From an optimization exercise on the open Yosys and OpenROAD flow, aimed at small area, a short achievable clock period and few clock cycles per item; shortcuts taken in it are not production practice.
Where RTL was checked, it was by simulation tests only, not by an equivalence proof against the original.

==> inputs of raven <==
// seq_mac_unit
module seq_mac_unit (
    input  logic        clk_i,
    input  logic        rst_i,
    input  logic        MUL_Start_STRB_i,
    input  logic [81:0] a_i,
    input  logic [81:0] b_i,
    input  logic [81:0] acc_i,
    output logic        MUL_Done_STRB_o,
    output logic [81:0] out_o,
    output logic        busy_o
);
    localparam int K = 14;
    localparam int NSTEP = 3;
    localparam int CNTW = $clog2(NSTEP + 1);
    logic [40:0]  A_q;
    logic [42:0] B_q;       
    logic [81:0]  P_q;
    logic [41:0] c_q;
    logic         rc_q;
    logic [K-1:0] RC_q;
    logic         busy_q, done_q, fin_q;
    logic [CNTW-1:0] cnt_q;
    logic [6:0] x1_q, x2_q, neg_q;
    logic [6:0] x1_n, x2_n, neg_n;    
    logic [K:0] nb;
    logic [41:0] ax;
    assign ax = {A_q[40], A_q};
    logic [41:0] pp0;
    logic [41:0] pp1;
    logic [41:0] pp2;
    logic [41:0] pp3;
    logic [41:0] pp4;
    logic [41:0] pp5;
    logic [41:0] pp6;
    assign nb = busy_q ? B_q[28:14] : {b_i[13:0], 1'b0};
    assign x1_n[0]  = nb[0] ^ nb[1];
    assign x2_n[0]  = (nb[2] & ~nb[1] & ~nb[0]) | (~nb[2] & nb[1] & nb[0]);
  ...
clock: 8.0 ns
lec_check: 0
cap_margin: 20
core_margin: 2
core_utilization: 50
setup_slack_margin: 4.6
slew_margin: 20
synth_hierarchical: 1
run.sh (not shown) runs the stock make flow with config.mk's settings and CLKGATE_MAP_FILE= SYNTH_SCRIPT=/design/flow/synth_recipe.tcl, a recipe that flattens the netlist after the stock synthesis.
==> maple (differences from raven) <==
--- a/flow/design.v
+++ b/flow/design.v
@@ -10,60 +10,68 @@
     output logic        busy_o
 );
     localparam int K = 14;
     localparam int NSTEP = 3;
     localparam int CNTW = $clog2(NSTEP + 1);
     logic [40:0]  A_q;
-    logic [42:0] B_q;       
+    logic [28:0] B_q;    
     logic [81:0]  P_q;
     logic [41:0] c_q;
     logic         rc_q;
     logic [K-1:0] RC_q;
     logic         busy_q, done_q, fin_q;
     logic [CNTW-1:0] cnt_q;
     logic [6:0] x1_q, x2_q, neg_q;
+    logic [6:0] x1b_q, x2b_q, negb_q;
     logic [6:0] x1_n, x2_n, neg_n;    
     logic [K:0] nb;
     logic [41:0] ax;
     assign ax = {A_q[40], A_q};
     logic [41:0] pp0;
     logic [41:0] pp1;
     logic [41:0] pp2;
     logic [41:0] pp3;
     logic [41:0] pp4;
     logic [41:0] pp5;
     logic [41:0] pp6;
-    assign nb = busy_q ? B_q[28:14] : {b_i[13:0], 1'b0};
+    assign nb = busy_q ? B_q[14:0] : {b_i[13:0], 1'b0};
     assign x1_n[0]  = nb[0] ^ nb[1];
     assign x2_n[0]  = (nb[2] & ~nb[1] & ~nb[0]) | (~nb[2] & nb[1] & nb[0]);
     assign neg_n[0] = nb[2];
-    assign pp0      = (({42{x1_q[0]}} & ax) | ({42{x2_q[0]}} & {ax[40:0], 1'b0})) ^ {42{neg_q[0]}};
+    assign pp0[20:0]  = (({21{x1_q[0]}} & ax[20:0]) | ({21{x2_q[0]}} & {ax[19:0], 1'b0})) ^ {21{neg_q[0]}};
+    assign pp0[41:21] = (({21{~x1b_q[0]}} & ax[41:21]) | ({21{~x2b_q[0]}} & ax[40:20])) ^ {21{~negb_q[0]}};
     assign x1_n[1]  = nb[2] ^ nb[3];
     assign x2_n[1]  = (nb[4] & ~nb[3] & ~nb[2]) | (~nb[4] & nb[3] & nb[2]);
     assign neg_n[1] = nb[4];
-    assign pp1      = (({42{x1_q[1]}} & ax) | ({42{x2_q[1]}} & {ax[40:0], 1'b0})) ^ {42{neg_q[1]}};
+    assign pp1[20:0]  = (({21{x1_q[1]}} & ax[20:0]) | ({21{x2_q[1]}} & {ax[19:0], 1'b0})) ^ {21{neg_q[1]}};
+    assign pp1[41:21] = (({21{~x1b_q[1]}} & ax[41:21]) | ({21{~x2b_q[1]}} & ax[40:20])) ^ {21{~negb_q[1]}};
     assign x1_n[2]  = nb[4] ^ nb[5];
     assign x2_n[2]  = (nb[6] & ~nb[5] & ~nb[4]) | (~nb[6] & nb[5] & nb[4]);
     assign neg_n[2] = nb[6];
-    assign pp2      = (({42{x1_q[2]}} & ax) | ({42{x2_q[2]}} & {ax[40:0], 1'b0})) ^ {42{neg_q[2]}};
+    assign pp2[20:0]  = (({21{x1_q[2]}} & ax[20:0]) | ({21{x2_q[2]}} & {ax[19:0], 1'b0})) ^ {21{neg_q[2]}};
+    assign pp2[41:21] = (({21{~x1b_q[2]}} & ax[41:21]) | ({21{~x2b_q[2]}} & ax[40:20])) ^ {21{~negb_q[2]}};
     assign x1_n[3]  = nb[6] ^ nb[7];
     assign x2_n[3]  = (nb[8] & ~nb[7] & ~nb[6]) | (~nb[8] & nb[7] & nb[6]);
     assign neg_n[3] = nb[8];
-    assign pp3      = (({42{x1_q[3]}} & ax) | ({42{x2_q[3]}} & {ax[40:0], 1'b0})) ^ {42{neg_q[3]}};
+    assign pp3[20:0]  = (({21{x1_q[3]}} & ax[20:0]) | ({21{x2_q[3]}} & {ax[19:0], 1'b0})) ^ {21{neg_q[3]}};
+    assign pp3[41:21] = (({21{~x1b_q[3]}} & ax[41:21]) | ({21{~x2b_q[3]}} & ax[40:20])) ^ {21{~negb_q[3]}};
     assign x1_n[4]  = nb[8] ^ nb[9];
     assign x2_n[4]  = (nb[10] & ~nb[9] & ~nb[8]) | (~nb[10] & nb[9] & nb[8]);
     assign neg_n[4] = nb[10];
-    assign pp4      = (({42{x1_q[4]}} & ax) | ({42{x2_q[4]}} & {ax[40:0], 1'b0})) ^ {42{neg_q[4]}};
+    assign pp4[20:0]  = (({21{x1_q[4]}} & ax[20:0]) | ({21{x2_q[4]}} & {ax[19:0], 1'b0})) ^ {21{neg_q[4]}};
+    assign pp4[41:21] = (({21{~x1b_q[4]}} & ax[41:21]) | ({21{~x2b_q[4]}} & ax[40:20])) ^ {21{~negb_q[4]}};
     assign x1_n[5]  = nb[10] ^ nb[11];
     assign x2_n[5]  = (nb[12] & ~nb[11] & ~nb[10]) | (~nb[12] & nb[11] & nb[10]);
     assign neg_n[5] = nb[12];
-    assign pp5      = (({42{x1_q[5]}} & ax) | ({42{x2_q[5]}} & {ax[40:0], 1'b0})) ^ {42{neg_q[5]}};
+    assign pp5[20:0]  = (({21{x1_q[5]}} & ax[20:0]) | ({21{x2_q[5]}} & {ax[19:0], 1'b0})) ^ {21{neg_q[5]}};
+    assign pp5[41:21] = (({21{~x1b_q[5]}} & ax[41:21]) | ({21{~x2b_q[5]}} & ax[40:20])) ^ {21{~negb_q[5]}};
     assign x1_n[6]  = nb[12] ^ nb[13];
     assign x2_n[6]  = (nb[14] & ~nb[13] & ~nb[12]) | (~nb[14] & nb[13] & nb[12]);
     assign neg_n[6] = nb[14];
-    assign pp6      = (({42{x1_q[6]}} & ax) | ({42{x2_q[6]}} & {ax[40:0], 1'b0})) ^ {42{neg_q[6]}};
+    assign pp6[20:0]  = (({21{x1_q[6]}} & ax[20:0]) | ({21{x2_q[6]}} & {ax[19:0], 1'b0})) ^ {21{neg_q[6]}};
+    assign pp6[41:21] = (({21{~x1b_q[6]}} & ax[41:21]) | ({21{~x2b_q[6]}} & ax[40:20])) ^ {21{~negb_q[6]}};
     logic fs0, fc0, fs1, fc1, fs2, fc2, fs3, fc3, fs4, fc4, fs5, fc5, fs6, fc6, fs7, fc7, fs8, fc8, fs9, fc9, fs10, fc10, fs11, fc11, fs12, fc12, fs13, fc13, fs14, fc14, fs15, fc15, fs16, fc16, fs17, fc17, fs18, fc18, fs19, fc19, fs20, fc20, fs21, fc21, fs22, fc22, fs23, fc23, fs24, fc24, fs25, fc25, fs26, fc26, fs27, fc27, fs28, fc28, fs29, fc29, fs30, fc30, fs31, fc31, fs32, fc32, fs33, fc33, fs34, fc34, fs35, fc35, fs36, fc36, fs37, fc37, fs38, fc38, fs39, fc39, fs40, fc40, fs41, fc41, fs42, fc42, fs43, fc43, fs44, fc44, fs45, fc45, fs46, fc46, fs47, fc47, fs48, fc48, fs49, fc49, fs50, fc50, fs51, fc51, fs52, fc52, fs53, fc53, fs54, fc54, fs55, fc55, fs56, fc56, fs57, fc57, fs58, fc58, fs59, fc59, fs60, fc60, fs61, fc61, fs62, fc62, fs63, fc63, fs64, fc64, fs65, fc65, fs66, fc66, fs67, fc67, fs68, fc68, fs69, fc69, fs70, fc70, fs71, fc71, fs72, fc72, fs73, fc73, fs74, fc74, fs75, fc75, fs76, fc76, fs77, fc77, fs78, fc78, fs79, fc79, fs80, fc80, fs81, fc81, fs82, fc82, fs83, fc83, fs84, fc84, fs85, fc85, fs86, fc86, fs87, fc87, fs88, fc88, fs89, fc89, fs90, fc90, fs91, fc91, fs92, fc92, fs93, fc93, fs94, fc94, fs95, fc95, fs96, fc96, fs97, fc97, fs98, fc98, fs99, fc99, fs100, fc100, fs101, fc101, fs102, fc102, fs103, fc103, fs104, fc104, fs105, fc105, fs106, fc106, fs107, fc107, fs108, fc108, fs109, fc109, fs110, fc110, fs111, fc111, fs112, fc112, fs113, fc113, fs114, fc114, fs115, fc115, fs116, fc116, fs117, fc117, fs118, fc118, fs119, fc119, fs120, fc120, fs121, fc121, fs122, fc122, fs123, fc123, fs124, fc124, fs125, fc125, fs126, fc126, fs127, fc127, fs128, fc128, fs129, fc129, fs130, fc130, fs131, fc131, fs132, fc132, fs133, fc133, fs134, fc134, fs135, fc135, fs136, fc136, fs137, fc137, fs138, fc138, fs139, fc139, fs140, fc140, fs141, fc141, fs142, fc142, fs143, fc143, fs144, fc144, fs145, fc145, fs146, fc146, fs147, fc147, fs148, fc148, fs149, fc149, fs150, fc150, fs151, fc151, fs152, fc152, fs153, fc153, fs154, fc154, fs155, fc155, fs156, fc156, fs157, fc157, fs158, fc158, fs159, fc159, fs160, fc160, fs161, fc161, fs162, fc162, fs163, fc163, fs164, fc164, fs165, fc165, fs166, fc166, fs167, fc167, fs168, fc168, fs169, fc169, fs170, fc170, fs171, fc171, fs172, fc172, fs173, fc173, fs174, fc174, fs175, fc175, fs176, fc176, fs177, fc177, fs178, fc178, fs179, fc179, fs180, fc180, fs181, fc181, fs182, fc182, fs183, fc183, fs184, fc184, fs185, fc185, fs186, fc186, fs187, fc187, fs188, fc188, fs189, fc189, fs190, fc190, fs191, fc191, fs192, fc192, fs193, fc193, fs194, fc194, fs195, fc195, fs196, fc196, fs197, fc197, fs198, fc198, fs199, fc199, fs200, fc200, fs201, fc201, fs202, fc202, fs203, fc203, fs204, fc204, fs205, fc205, fs206, fc206, fs207, fc207, fs208, fc208, fs209, fc209, fs210, fc210, fs211, fc211, fs212, fc212, fs213, fc213, fs214, fc214, fs215, fc215, fs216, fc216, fs217, fc217, fs218, fc218, fs219, fc219, fs220, fc220, fs221, fc221, fs222, fc222, fs223, fc223, fs224, fc224, fs225, fc225, fs226, fc226, fs227, fc227, fs228, fc228, fs229, fc229, fs230, fc230, fs231, fc231, fs232, fc232, fs233, fc233, fs234, fc234, fs235, fc235, fs236, fc236, fs237, fc237, fs238, fc238, fs239, fc239, fs240, fc240, fs241, fc241, fs242, fc242, fs243, fc243, fs244, fc244, fs245, fc245, fs246, fc246, fs247, fc247, fs248, fc248, fs249, fc249, fs250, fc250, fs251, fc251, fs252, fc252, fs253, fc253, fs254, fc254, fs255, fc255, fs256, fc256, fs257, fc257, fs258, fc258, fs259, fc259, fs260, fc260, fs261, fc261, fs262, fc262, fs263, fc263, fs264, fc264, fs265, fc265, fs266, fc266, fs267, fc267, fs268, fc268, fs269, fc269, fs270, fc270, fs271, fc271, fs272, fc272, fs273, fc273, fs274, fc274, fs275, fc275, fs276, fc276, fs277, fc277, fs278, fc278, fs279, fc279, fs280, fc280, fs281, fc281, fs282, fc282, fs283, fc283, fs284, fc284, fs285, fc285, fs286, fc286, fs287, fc287, fs288, fc288, fs289, fc289, fs290, fc290, fs291, fc291, fs292, fc292, fs293, fc293, fs294, fc294, fs295, fc295, fs296, fc296, fs297, fc297, fs298, fc298, fs299, fc299, fs300, fc300, fs301, fc301, fs302, fc302, fs303, fc303, fs304, fc304, fs305, fc305, fs306, fc306, fs307, fc307, fs308, fc308, fs309, fc309, fs310, fc310, fs311, fc311, fs312, fc312, fs313, fc313, fs314, fc314, fs315, fc315, fs316, fc316, fs317, fc317, fs318, fc318, fs319, fc319, fs320, fc320, fs321, fc321, fs322, fc322, fs323, fc323, fs324, fc324, fs325, fc325, fs326, fc326, fs327, fc327, fs328, fc328, fs329, fc329, fs330, fc330, fs331, fc331, fs332, fc332, fs333, fc333, fs334, fc334, fs335, fc335, fs336, fc336, fs337, fc337, fs338, fc338, fs339, fc339, fs340, fc340, fs341, fc341, fs342, fc342;
     csa_ha ufs0 (.a(P_q[12]), .b(c_q[12]), .s(fs0), .co(fc0));
     csa_ha ufs1 (.a(P_q[13]), .b(c_q[13]), .s(fs1), .co(fc1));
     csa_ha ufs2 (.a(P_q[14]), .b(c_q[14]), .s(fs2), .co(fc2));
     csa_ha ufs3 (.a(P_q[15]), .b(c_q[15]), .s(fs3), .co(fc3));
     csa_ha ufs4 (.a(P_q[16]), .b(c_q[16]), .s(fs4), .co(fc4));
@@ -432,37 +440,54 @@
             end else begin
                 busy_q <= MUL_Start_STRB_i;
                 cnt_q  <= '0;
             end
         end
     end
+    localparam logic [81:0] LATE = 82'b1111111111111100000000000000000000000000011111111111111111111111111111111111111111;
+    localparam logic [81:0] OVLM = 82'b0000000000000000000000000000000000000000010000000000000000000000000000000000000000;
+    logic [81:0] P_alt, P_d, P_late_sel;
+    always_comb begin
+        P_alt = busy_q ? P_q : acc_i;
+        if (fin_q) begin
+            P_alt[39:0] = X[53:14];
+            P_alt[81:68] = X[13:0];
+        end else if (busy_q) begin
+            P_alt = P_step;
+            if (last) P_alt[40] = P_q[54];
+        end
+        P_late_sel = {82{busy_q & ~fin_q}} & LATE & ~({82{last}} & OVLM);
+        P_d = (P_late_sel & P_step) | (~P_late_sel & P_alt);
+    end
+    always_ff @(posedge clk_i) begin
+        if (busy_q | MUL_Start_STRB_i) P_q <= P_d;
+    end
     always_ff @(posedge clk_i) begin
         if (busy_q) begin
-            B_q  <= {{K{1'b0}}, B_q[42:K]};
+            B_q  <= {{K{B_q[28]}}, B_q[28:K]};
             c_q  <= cs_c[55:K];
             rc_q <= rc_n;
             RC_q <= cs_c[13:0];
             x1_q <= x1_n;
             x2_q <= x2_n;
             neg_q <= neg_n;
-            if (fin_q) begin
-                P_q[39:0] <= X[53:14];
-                P_q[81:68] <= X[13:0];
-            end else begin
-                P_q <= P_step;
-            end
+            x1b_q <= ~x1_n;
+            x2b_q <= ~x2_n;
+            negb_q <= ~neg_n;
         end else begin
             A_q  <= a_i[40:0];
-            B_q  <= {{1{b_i[40]}}, b_i[40:0], 1'b0};
+            B_q  <= {b_i[40], b_i[40:13]};
             c_q  <= 42'(1) << 41;
             rc_q <= 1'b0;
             RC_q <= '0;
             x1_q <= x1_n;
             x2_q <= x2_n;
             neg_q <= neg_n;
-            if (MUL_Start_STRB_i) P_q <= acc_i;
+            x1b_q <= ~x1_n;
+            x2b_q <= ~x2_n;
+            negb_q <= ~neg_n;
         end
     end
     assign out_o = {P_q[39:0], P_q[81:40]};
     assign MUL_Done_STRB_o = done_q;
     assign busy_o = busy_q;
 endmodule
==> flow/flow/run.sh (new file) <==
#!/bin/bash
# Own flow: the standard layout (standard.sh, unchanged synthesis and
# steps), with one change: the port buffers that ORFS inserts before global
# placement are plain sky130_fd_sc_hd__buf_1 cells instead of the default
# choice. Every input and output port still gets its own buffer.
# The full make output goes to standard.log; ORFS's per-step logs stay
# under orfs/logs/.
set -euo pipefail
bash standard.sh "BUFFER_PORTS_ARGS=-buffer_cell sky130_fd_sc_hd__buf_1" finish > standard.log 2>&1
==> flow/standard.sh (new file) <==
#!/bin/bash
# synth_recipe.tcl (not shown) runs the flow's synth.tcl, then flattens the netlist and writes it again
# the make line also repeats each setting of config.mk as NAME=value (left out here)
make -C /OpenROAD-flow-scripts/flow DESIGN_CONFIG=/design/flow/config.mk WORK_HOME=/design/flow/orfs CLKGATE_MAP_FILE= SYNTH_SCRIPT=/design/flow/synth_recipe.tcl "${@:-finish}"
--- a/flow/config.mk
+++ b/flow/config.mk
@@ -5,9 +5,10 @@
 export SDC_FILE = /design/flow/constraint.sdc
 export NUM_CORES = 4
 export LEC_CHECK = 0
 export CAP_MARGIN = 20
 export CORE_MARGIN = 2
 export CORE_UTILIZATION = 50
-export SETUP_SLACK_MARGIN = 4.6
+export GPL_ROUTABILITY_DRIVEN = 0
+export SETUP_SLACK_MARGIN = 4.2
 export SLEW_MARGIN = 20
 export SYNTH_HIERARCHICAL = 1
removed: flow/run.sh
==> impl_metrics.json <==
{
  "pre_cts_slack_ns": 3.883,
  "fin_skew_ns": 0.02526,
  "nonClockInverterCount": 72,
  "status": "finished clean",
  "synth_seq_area_share_pct": 26.42,
  "vias_per_cell": 6.060,
  "utilization_pct": 56.55,
  "rr_endpoint": "P_q[32]",
  "maximum_clock_frequency_mhz": 269.7,
  "worstPathMaxFanout": 14,
  "number_of_buffers_and_inverters_on_the_critical_path": 1,
  "timing.critical_path.arrival_ns": 4.00
}
[end of results for maple]
==> impl_metrics.json <==
{
  "status": "finished clean",
  "fin_skew_ns": 0.01907,
  "maximum_clock_frequency_mhz": 282.7,
  "nonClockInverterCount": 20,
  "worstPathMaxFanout": 6,
  "vias_per_cell": 6.448,
  "pre_cts_slack_ns": 3.633
}
[end of results for raven]
Testbench counts of maple, summed over its fixed seeds: cycles 16,000, ops 3,200.
Function not checked in raven: the RTL went through the layout flow alone.

[port drivers added, routing unchanged]
In the flow no input, the clock included, has a driving cell. The finished layouts below were timed again as built, in two steps.
Step 1 sets driving cells, clkbuf_16 on the clock port and buf_2 on the other inputs (assumed; they add their load-dependent delay and slew).
Step 2, shift: input delay + t, output delay - t, t = (earliest + latest rising clock arrival at the registers) / 2. This alone moves slack from input paths to output paths.
a / b / c = ideal ports / drivers / drivers and shift; a / b = the first two.
run	t (ns)	setup WS [ns]	worst hold slack (ns)
raven	0.653	4.463 / 4.463 / 4.213	0.428 / 0.428 / 0.428
maple	0.602	4.293 / 4.293 / 4.293	0.420 / 0.420 / 0.420
After both steps setup and hold are still met in every run listed. For raven, which loses most, drivers alone change the setup slack by 0.000 ns; drivers and shift together by -0.250 ns.
